Background: an optimization exercise with open tools, aiming at small area and a short achievable clock period. Do not read the settings as production practice.
Where RTL was checked, it was by simulation tests only, not by an equivalence proof against the original.
Power figures rest on the tool's default switching activity, not on a simulated workload.

==> flow/design.v (excerpt) <==
module mem_responder #(
   parameter int DATA_W      = 16,
   parameter int ADDR_W      = 8,
   parameter int WAIT_CYCLES = 2,
   parameter int PROT_LIMIT  = 16
) (
   input  logic              clk,
   input  logic              reset,
   input  logic [15:0]       mem_addr,
   input  logic [DATA_W-1:0] mem_data_in,
   input  logic              mem_rd,
   input  logic              mem_wr,
   output logic [DATA_W-1:0] mem_data_out,
   output logic              mem_ready,
   output logic              mem_busy,
   output logic              mem_err
);
make LEC_CHECK=0 CAP_MARGIN=20 CORE_MARGIN=2 CORE_UTILIZATION=65 CTS_BUF_LIST='sky130_fd_sc_hd__clkbuf_8 sky130_fd_sc_hd__clkbuf_16' CTS_CLUSTER_DIAMETER=70 CTS_CLUSTER_SIZE=30 SETUP_SLACK_MARGIN=1.9 SLEW_MARGIN=20 SYNTH_HIERARCHICAL=1 SYNTH_MINIMUM_KEEP_SIZE=0 finish   # period 4.0 ns
run.sh (not shown) runs the stock make flow with config.mk's settings and CLKGATE_MAP_FILE= SYNTH_SCRIPT=/design/flow/synth_recipe.tcl, a recipe that flattens the netlist after the stock synthesis.
Rerun with:
CORE_UTILIZATION = 60   (was 65)
Effect: The changed run completed with no timing, DRC or antenna violations. Design area is higher by 3.3%. Cell count goes up by 3.1%. Sequential share of layout area is lower by 2.4 points.

---

## cedar
The RTL this note starts from:
==> flow/design.v <==
module mem_responder #(
   parameter int DATA_W      = 16,
   parameter int ADDR_W      = 8,
   parameter int WAIT_CYCLES = 2,
   parameter int PROT_LIMIT  = 16
) (
   input  logic              clk,
   input  logic              reset,
   input  logic [15:0]       mem_addr,
   input  logic [DATA_W-1:0] mem_data_in,
   input  logic              mem_rd,
   input  logic              mem_wr,
   output logic [DATA_W-1:0] mem_data_out,
   output logic              mem_ready,
   output logic              mem_busy,
   output logic              mem_err
);
   localparam int NR = 32;    
   localparam int L  = 8;     
   localparam int NT = 3;     
   localparam int NI = 2;     
   localparam int TSTP = 3;
   localparam int ISTP = 5;
   logic c1_q, c2_q, c3_q, rdy_q, busy_q, erro_q;
   logic accept;
   logic err_q;
   assign accept = ~busy_q & (mem_rd | mem_wr);
   always_ff @(posedge clk or posedge reset) begin
      if (reset) begin
         c1_q   <= 1'b0;
         c2_q   <= 1'b0;
         c3_q   <= 1'b0;
         rdy_q  <= 1'b0;
         busy_q <= 1'b0;
         erro_q <= 1'b0;
      end else begin
         c1_q   <= accept;
         c2_q   <= c1_q;
         c3_q   <= c2_q;
         rdy_q  <= c3_q;
         busy_q <= accept | c1_q | c2_q | c3_q;
         erro_q <= c3_q & err_q;
      end
   end
   assign mem_busy  = busy_q;
   assign mem_ready = rdy_q;
   assign mem_err   = erro_q;
   logic              take;
   logic              oor_in;
   logic [2:0]        t_q;            
   logic [2:0]        tn;
   logic [L-1:0]      tp_q;           
   logic [L-1:0]      wj;
   logic [L-1:0]      pos_t;
   logic [L-1:0]      pos_q, pos_d;   
   logic [NR-1:0]     rsel_q, rsel_d;  
   logic              pw_q, pw_d;     
   logic [DATA_W-1:0] wdata_q;
   assign take   = accept & ~reset;
   assign oor_in = mem_addr[15:8] != 8'd0;
   assign pw_d   = take ? (mem_wr & ~mem_rd & ~oor_in) : pw_q;
   assign tn     = t_q + 3'd2;
   assign wj     = 8'd1 << mem_addr[2:0];
   always_comb begin
      pos_t = '0;
      for (int k = 0; k < L; k++)
         for (int m = 0; m < L; m++)
            pos_t[k] = pos_t[k] | (wj[m] & tp_q[(m - k + L) % L]);
   end
   assign pos_d  = take ? pos_t : {pos_q[0], pos_q[L-1:1]};    
   assign rsel_d = take ? (32'd1 << mem_addr[7:3]) : rsel_q;
   always_ff @(posedge clk) begin
      t_q    <= t_q + 3'd1;
      tp_q   <= 8'd1 << tn;
      pos_q  <= pos_d;
      rsel_q <= rsel_d;
      pw_q   <= pw_d;
      if (take) begin
         err_q   <= (mem_rd & mem_wr) | oor_in;
         wdata_q <= mem_data_in;
      end
   end
   logic [NI-1:0] ins_q [NR];
   logic [NT-1:0] tap_q [NR];
   logic          rd_ok_q, rd_ok_d;
   assign rd_ok_d = take ? ~oor_in : rd_ok_q;
   always_ff @(posedge clk) rd_ok_q <= rd_ok_d;
   for (genvar r = 0; r < NR; r++) begin : g_sel
      for (genvar m = 0; m < NI; m++) begin : g_ins
         always_ff @(posedge clk) ins_q[r][m] <= pw_d & rsel_d[r] & pos_d[m * ISTP];
      end
      for (genvar m = 0; m < NT; m++) begin : g_tap
         always_ff @(posedge clk) tap_q[r][m] <= rd_ok_d & rsel_d[r] & pos_d[m * TSTP];
      end
   end
   function automatic int pol(input int s);
      int n;
      n = 0;
      for (int k = s; k < L; k++) begin
         if (((k + 1) % L) % ISTP == 0) n = n + 1;
      end
      pol = n % 2;
   endfunction
   logic [DATA_W-1:0] ring [NR][L];
   for (genvar r = 0; r < NR; r++) begin : g_ring
      for (genvar s = 0; s < L; s++) begin : g_slot
         localparam int NXT = (s + 1) % L;
         if (NXT % ISTP == 0) begin : g_mux
            localparam bit P = pol(s) != 0;
            always_ff @(posedge clk)
               ring[r][s] <= ~(ins_q[r][NXT / ISTP] ? (wdata_q ^ {DATA_W{~P}}) : ring[r][NXT]);
         end else begin : g_shift
            always_ff @(posedge clk) ring[r][s] <= ring[r][NXT];
         end
      end
   end
   logic [DATA_W-1:0] rmux;
   logic [DATA_W-1:0] rdata_q;
   always_comb begin
      rmux = '0;
      for (int r = 0; r < NR; r++)
         for (int m = 0; m < NT; m++)
            rmux = rmux | ({DATA_W{tap_q[r][m]}} & (ring[r][m * TSTP] ^ {DATA_W{pol(m * TSTP) != 0}}));
   end
   always_ff @(posedge clk) begin
      rdata_q <= (c1_q ? '0 : rdata_q) | rmux;
   end
   assign mem_data_out = rdata_q;
endmodule
clock: 4.0 ns
lec_check: 0
cap_margin: 20
core_margin: 2
core_utilization: 60
cts_buf_list: sky130_fd_sc_hd__clkbuf_8 sky130_fd_sc_hd__clkbuf_16
cts_cluster_diameter: 70
cts_cluster_size: 30
setup_slack_margin: 1.8
slew_margin: 20
### cedar -> garnet
# cedar
export LEC_CHECK = 0
export CAP_MARGIN = 20
export CORE_MARGIN = 2
export CORE_UTILIZATION = 60
export CTS_BUF_LIST = sky130_fd_sc_hd__clkbuf_8 sky130_fd_sc_hd__clkbuf_16
export CTS_CLUSTER_DIAMETER = 70
export CTS_CLUSTER_SIZE = 30
export SETUP_SLACK_MARGIN = 1.8
export SLEW_MARGIN = 20
create_clock -name core_clock -period 4.0 [get_ports {clk}]
# garnet
export LEC_CHECK = 0
export CAP_MARGIN = 20
export CORE_MARGIN = 2
export CORE_UTILIZATION = 65
export CTS_BUF_LIST = sky130_fd_sc_hd__clkbuf_8 sky130_fd_sc_hd__clkbuf_16
export CTS_CLUSTER_DIAMETER = 70
export CTS_CLUSTER_SIZE = 30
export SETUP_SLACK_MARGIN = 1.9
export SLEW_MARGIN = 20
create_clock -name core_clock -period 4.0 [get_ports {clk}]
Notes after the runs:
Re number of placed instances with taps included: garnet is 1.7% down on cedar.
Going from cedar to garnet, the maximum frequency was found to have gone down by 7.7 MHz.
Total wirelength of the detailed-routed design improves in garnet relative to cedar.
On area growth from synthesis to final layout, cedar tracks garnet almost exactly.
garnet vs. cedar: core utilization went up by 5.4 points.
First-pass GRT wire length, garnet vs cedar: down by a few percent
Delta (garnet minus cedar): total number of vias went up by 1.6%, relative area of clock buffers and inverters in the final design went down by 0.18 points, ratio of final minimum period to clock period picked up an extra 1.1 points.
Setup changes, garnet to lagoon
# garnet
export LEC_CHECK = 0
export CAP_MARGIN = 20
export CORE_MARGIN = 2
export CORE_UTILIZATION = 65
export CTS_BUF_LIST = sky130_fd_sc_hd__clkbuf_8 sky130_fd_sc_hd__clkbuf_16
export CTS_CLUSTER_DIAMETER = 70
export CTS_CLUSTER_SIZE = 30
export SETUP_SLACK_MARGIN = 1.9
export SLEW_MARGIN = 20
create_clock -name core_clock -period 4.0 [get_ports {clk}]
# lagoon
export LEC_CHECK = 0
export CAP_MARGIN = 20
export CORE_MARGIN = 2
export CORE_UTILIZATION = 60
export CTS_BUF_LIST = sky130_fd_sc_hd__clkbuf_8 sky130_fd_sc_hd__clkbuf_16
export CTS_CLUSTER_DIAMETER = 70
export CTS_CLUSTER_SIZE = 30
export SETUP_SLACK_MARGIN = 1.9
export SLEW_MARGIN = 20
export TNS_END_PERCENT = 10
create_clock -name core_clock -period 4.0 [get_ports {clk}]
- Comparing lagoon with garnet, the worst-margin pin slew came out essentially unchanged.
- lagoon has synthesis-to-finish area growth above what garnet had.
- garnet vs lagoon, most heavily used metal layer in global routing: met1 vs met2
- Status: instance area after placement parity (garnet, lagoon)
- Fraction of area in clock buffers and inverters, garnet and lagoon: smaller value in garnet
- [compare] base=garnet new=lagoon: number of well taps higher; fmax higher; length in cells of the worst reg-to-reg path higher.
- Delay of the slowest cell on the worst path, garnet and lagoon: lower on lagoon
- In terms of proportion of cell area occupied by registers, lagoon and garnet differ only marginally.
Input-level comparison between amber and lagoon:
# lagoon
export LEC_CHECK = 0
export CAP_MARGIN = 20
export CORE_MARGIN = 2
export CORE_UTILIZATION = 60
export CTS_BUF_LIST = sky130_fd_sc_hd__clkbuf_8 sky130_fd_sc_hd__clkbuf_16
export CTS_CLUSTER_DIAMETER = 70
export CTS_CLUSTER_SIZE = 30
export SETUP_SLACK_MARGIN = 1.9
export SLEW_MARGIN = 20
export TNS_END_PERCENT = 10
create_clock -name core_clock -period 4.0 [get_ports {clk}]
# amber
export LEC_CHECK = 0
export CAP_MARGIN = 20
export CORE_MARGIN = 2
export CORE_UTILIZATION = 60
export CTS_BUF_LIST = sky130_fd_sc_hd__clkbuf_8 sky130_fd_sc_hd__clkbuf_16
export CTS_CLUSTER_DIAMETER = 70
export CTS_CLUSTER_SIZE = 30
export SETUP_SLACK_MARGIN = 1.9
export SLEW_MARGIN = 20
create_clock -name core_clock -period 4.0 [get_ports {clk}]
--- outcome ---
The critical path class comes out flip-flop to flip-flop in one run and flip-flop to output port in the other, namely in lagoon and amber respectively. A worst hold path class of primary input to asynchronous set/reset pin is what lagoon shows, while flip-flop to flip-flop belongs to amber. From lagoon to amber the numbers moved as follows: register-to-register setup slack rose 0.18 ns; worst hold slack rose 0.067 ns; DRC violation total after the first TritonRoute iteration rose 3.6%; internal power contribution about even; switching component of the power about even. Taking lagoon as the reference, in amber final standard cell area without fillers increased about 0.54%, setup slack increased 0.14 ns, sequential share of layout area decreased 0.38 points. amber reports its timing startpoint of the critical path as rdata_q[7]$_DFF_P_ while lagoon reports tap_q[2][0]$_DFF_P_.

---

Another version of the RTL of mem_responder (not shown whole).
For scale: about 7,300 cells after synthesis, about 4,400 flip-flops, about 55 I/O pins, about 0.11 mm2 of cells after synthesis.
clock: 4.0 ns
lec_check: 0
cap_margin: 20
core_margin: 2
core_utilization: 65
cts_buf_list: sky130_fd_sc_hd__clkbuf_8 sky130_fd_sc_hd__clkbuf_16
cts_cluster_diameter: 70
cts_cluster_size: 30
setup_slack_margin: 1.9
slew_margin: 20
synth_hierarchical: 1
synth_minimum_keep_size: 0
The starting point completed and failed the layout checks on antenna violations, max-capacitance violations, max-slew violations.
Next try:
Settings changed: CORE_UTILIZATION 65 to 60, SETUP_SLACK_MARGIN 1.9 to 1.8.
What happened: This time the run finished clean. Worst setup slack stays flat. Worst hold slack loses 34 ps. Cell area goes down by 1.2%. First-iteration DRC count goes down by 13%. Clock-buffer cell count goes up by 10. Global-route usage goes down by 4.3 points. Register-to-register slack barely changes.

---

mem_responder, a different RTL version from the one above (not shown whole).
Size: roughly 7300 cells after synthesis, roughly 4300 flip-flops, ~55 I/O pins.
clock: 4.0 ns
lec_check: 0
cap_margin: 20
core_margin: 2
core_utilization: 60
cts_buf_list: sky130_fd_sc_hd__clkbuf_8 sky130_fd_sc_hd__clkbuf_16
cts_cluster_diameter: 70
cts_cluster_size: 30
setup_slack_margin: 1.9
slew_margin: 20
synth_hierarchical: 1
synth_minimum_keep_size: 0
The starting point passed the timing, design-rule and antenna checks.
Edit:
--- a/flow/config.mk
+++ b/flow/config.mk
@@ -14 +14 @@
-export SETUP_SLACK_MARGIN = 1.9
+export SETUP_SLACK_MARGIN = 1.8
The new run finished with antenna rules left.
Hold slack got worse by 0.12 ns.
First-iteration DRC count went up by about 3.4%.
Design area went down by 0.75%.
Register-to-register slack got worse by 0.14 ns.
Setup slack got worse by 0.14 ns.
No run of this note included a check of the RTL's function; only the layout flow was run.

---

## the baseline
Another version of the RTL of mem_responder (not shown whole).
Size: roughly 7900 cells after synthesis, ~110000 sq um of cells after synthesis.
==> flow/config.mk <==
export PLATFORM = sky130hd
export DESIGN_NAME = mem_responder
export DESIGN_NICKNAME = mem_responder
export VERILOG_FILES = /design/flow/design.v
export SDC_FILE = /design/flow/constraint.sdc
export NUM_CORES = 4
export LEC_CHECK = 0
export CAP_MARGIN = 20
export CORE_MARGIN = 2
export CORE_UTILIZATION = 65
export SETUP_SLACK_MARGIN = 2.0
export SLEW_MARGIN = 20
export SYNTH_MEMORY_MAX_BITS = 8192
==> flow/constraint.sdc <==
create_clock -name core_clock -period 4.0 [get_ports {clk}]
set_input_delay 0.8000 -clock core_clock [delete_from_list [all_inputs] [get_ports {clk}]]
set_output_delay 0.8000 -clock core_clock [all_outputs]
set_load 0.01 [all_outputs]
#### Input delta (the candidate over the baseline)
Settings: CORE_UTILIZATION changed from 65 to 40; SETUP_SLACK_MARGIN changed from 2.0 to 0.25.
Notes after the runs:
Part of the total power dissipated in the clock network | the candidate above the baseline. Final clock period utilization by the worst path ends up higher on the baseline. Going from the baseline to the candidate, worst hold slack grows by 0.038 ns. Tapcell count in the candidate vs the baseline: up about 60%. Looking at total clock buffers created by CTS across the baseline and the candidate, the one that comes out higher is the candidate. The baseline leaves less setup margin than the candidate. Between the baseline and the candidate, the clock-pin slew on the worst setup and hold paths does not differ in any meaningful way. Area taken by flip-flops and latches: the baseline vs the candidate identical. Max global-route met2 utilization across the baseline and the candidate: the baseline.
No run of this note included a check of the RTL's function; only the layout flow was run.

---

mem_responder, a different RTL version from the one above (not shown whole).
For scale: ~7,100 cells after synthesis.
clock: 4.0 ns
lec_check: 0
cap_margin: 20
core_margin: 2
core_utilization: 60
cts_buf_list: sky130_fd_sc_hd__clkbuf_8 sky130_fd_sc_hd__clkbuf_16
cts_cluster_diameter: 70
cts_cluster_size: 30
setup_slack_margin: 1.7
slew_margin: 20
synth_hierarchical: 1
synth_minimum_keep_size: 0
==> next run, changes <==
Settings changed: SETUP_SLACK_MARGIN 1.7 to 1.9.
Via count grows by a few percent. Wire length rises slightly. Design area is higher by a few percent. Final cell count rises slightly. Setup slack is better by 0.11 ns.
No functional check of the RTL was part of any run of this note.

---

red:
mem_responder, a different RTL version from the one above (not shown whole).
For scale: ~7300 cells after synthesis, about 4300 flip-flops, ~55 I/O pins.
clock: 4.0 ns
lec_check: 0
cap_margin: 20
core_margin: 2
core_utilization: 60
cts_buf_list: sky130_fd_sc_hd__clkbuf_8 sky130_fd_sc_hd__clkbuf_16
cts_cluster_diameter: 70
cts_cluster_size: 30
setup_slack_margin: 1.9
slew_margin: 20
red: all stages complete, timing, DRC and antenna checks passed
Changes in blue relative to red:
# red
export LEC_CHECK = 0
export CAP_MARGIN = 20
export CORE_MARGIN = 2
export CORE_UTILIZATION = 60
export CTS_BUF_LIST = sky130_fd_sc_hd__clkbuf_8 sky130_fd_sc_hd__clkbuf_16
export CTS_CLUSTER_DIAMETER = 70
export CTS_CLUSTER_SIZE = 30
export SETUP_SLACK_MARGIN = 1.9
export SLEW_MARGIN = 20
create_clock -name core_clock -period 4.0 [get_ports {clk}]
# blue
export LEC_CHECK = 0
export CAP_MARGIN = 20
export CORE_MARGIN = 2
export CORE_UTILIZATION = 65
export CTS_BUF_LIST = sky130_fd_sc_hd__clkbuf_8 sky130_fd_sc_hd__clkbuf_16
export CTS_CLUSTER_DIAMETER = 60
export CTS_CLUSTER_SIZE = 25
export SETUP_SLACK_MARGIN = 1.9
export SLEW_MARGIN = 20
create_clock -name core_clock -period 4.0 [get_ports {clk}]
blue: full flow OK, the timing, design-rule and antenna checks passed. blue vs red: number of buffers created by CTS up by more than 10%. For the clock network power consumption, blue came in 10% higher than red did. Compared with red, in blue first-iteration DRC count has increased; logic gate share of total power went up 0.7 points; portion of total power attributed to sequential cells went down 2.5 points; share of the core filled with cells in the final layout now larger.

==> static timing again, ports no longer ideal <==
Ports are ideal in the flow. The routed layouts listed here were re-timed in OpenROAD.
Step 1 sets driving cells, clkbuf_16 on the clock port and buf_2 on the other inputs (assumed; they add their load-dependent delay and slew).
Step 2, shift: input delay + t, output delay - t, t = (earliest + latest rising clock arrival at the registers) / 2. This alone moves slack from input paths to output paths.
Three values: ideal, step 1, step 2; two values: the first two.
| run | t, ns | setup WS [ns] | hold WS [ns] | worst data-port slew with drivers (ns) |
|---|---|---|---|---|
| the first run of note 1 | 0.947 | 0.823 / 0.823 / 0.823 | 0.314 / 0.314 / 0.314 | 0.34 |
| the second run of note 1 | 0.945 | 0.465 / 0.465 / 0.465 | 0.307 / 0.307 / 0.307 | 0.20 |
| cedar | 0.970 | 1.651 / 1.651 / 0.969 | 0.202 / 0.129 / 0.307 | 0.06 |
| garnet | 0.968 | 1.608 / 1.608 / 1.025 | 0.200 / 0.118 / 0.311 | 0.07 |
| lagoon | 0.961 | 1.617 / 1.617 / 0.999 | 0.241 / 0.173 / 0.297 | 0.07 |
| amber | 0.972 | 1.753 / 1.659 / 1.068 | 0.308 / 0.273 / 0.308 | 0.06 |
| the first run of note 3 | 0.977 | 1.676 / 1.619 / 0.938 | 0.216 / 0.133 / 0.318 | 0.05 |
| the second run of note 3 | 0.999 | 1.675 / 1.623 / 0.895 | 0.181 / 0.100 / 0.306 | 0.05 |
| the first run of note 4 | 0.983 | 1.624 / 1.624 / 1.031 | 0.313 / 0.245 / 0.313 | 0.05 |
| the second run of note 4 | 0.998 | 1.488 / 1.488 / 0.994 | 0.191 / 0.114 / 0.309 | 0.05 |
| the baseline | 1.046 | 0.100 / 0.100 / 0.100 | 0.183 / 0.107 / 0.288 | 0.05 |
| the candidate | 0.994 | 0.125 / 0.125 / 0.125 | 0.221 / 0.141 / 0.283 | 0.05 |
| the first run of note 6 | 0.976 | 1.517 / 1.517 / 0.675 | 0.173 / 0.100 / 0.289 | 0.05 |
| the second run of note 6 | 0.958 | 1.622 / 1.622 / 0.800 | 0.146 / 0.080 / 0.276 | 0.05 |
| red | 0.946 | 1.590 / 1.590 / 0.738 | 0.288 / 0.288 / 0.288 | 0.09 |
| blue | 0.964 | 1.516 / 1.516 / 0.754 | 0.044 / -0.032 / 0.315 | 0.05 |
The setup slack of red, which loses most, moves by 0.000 ns with the drivers and by -0.852 ns with both steps.
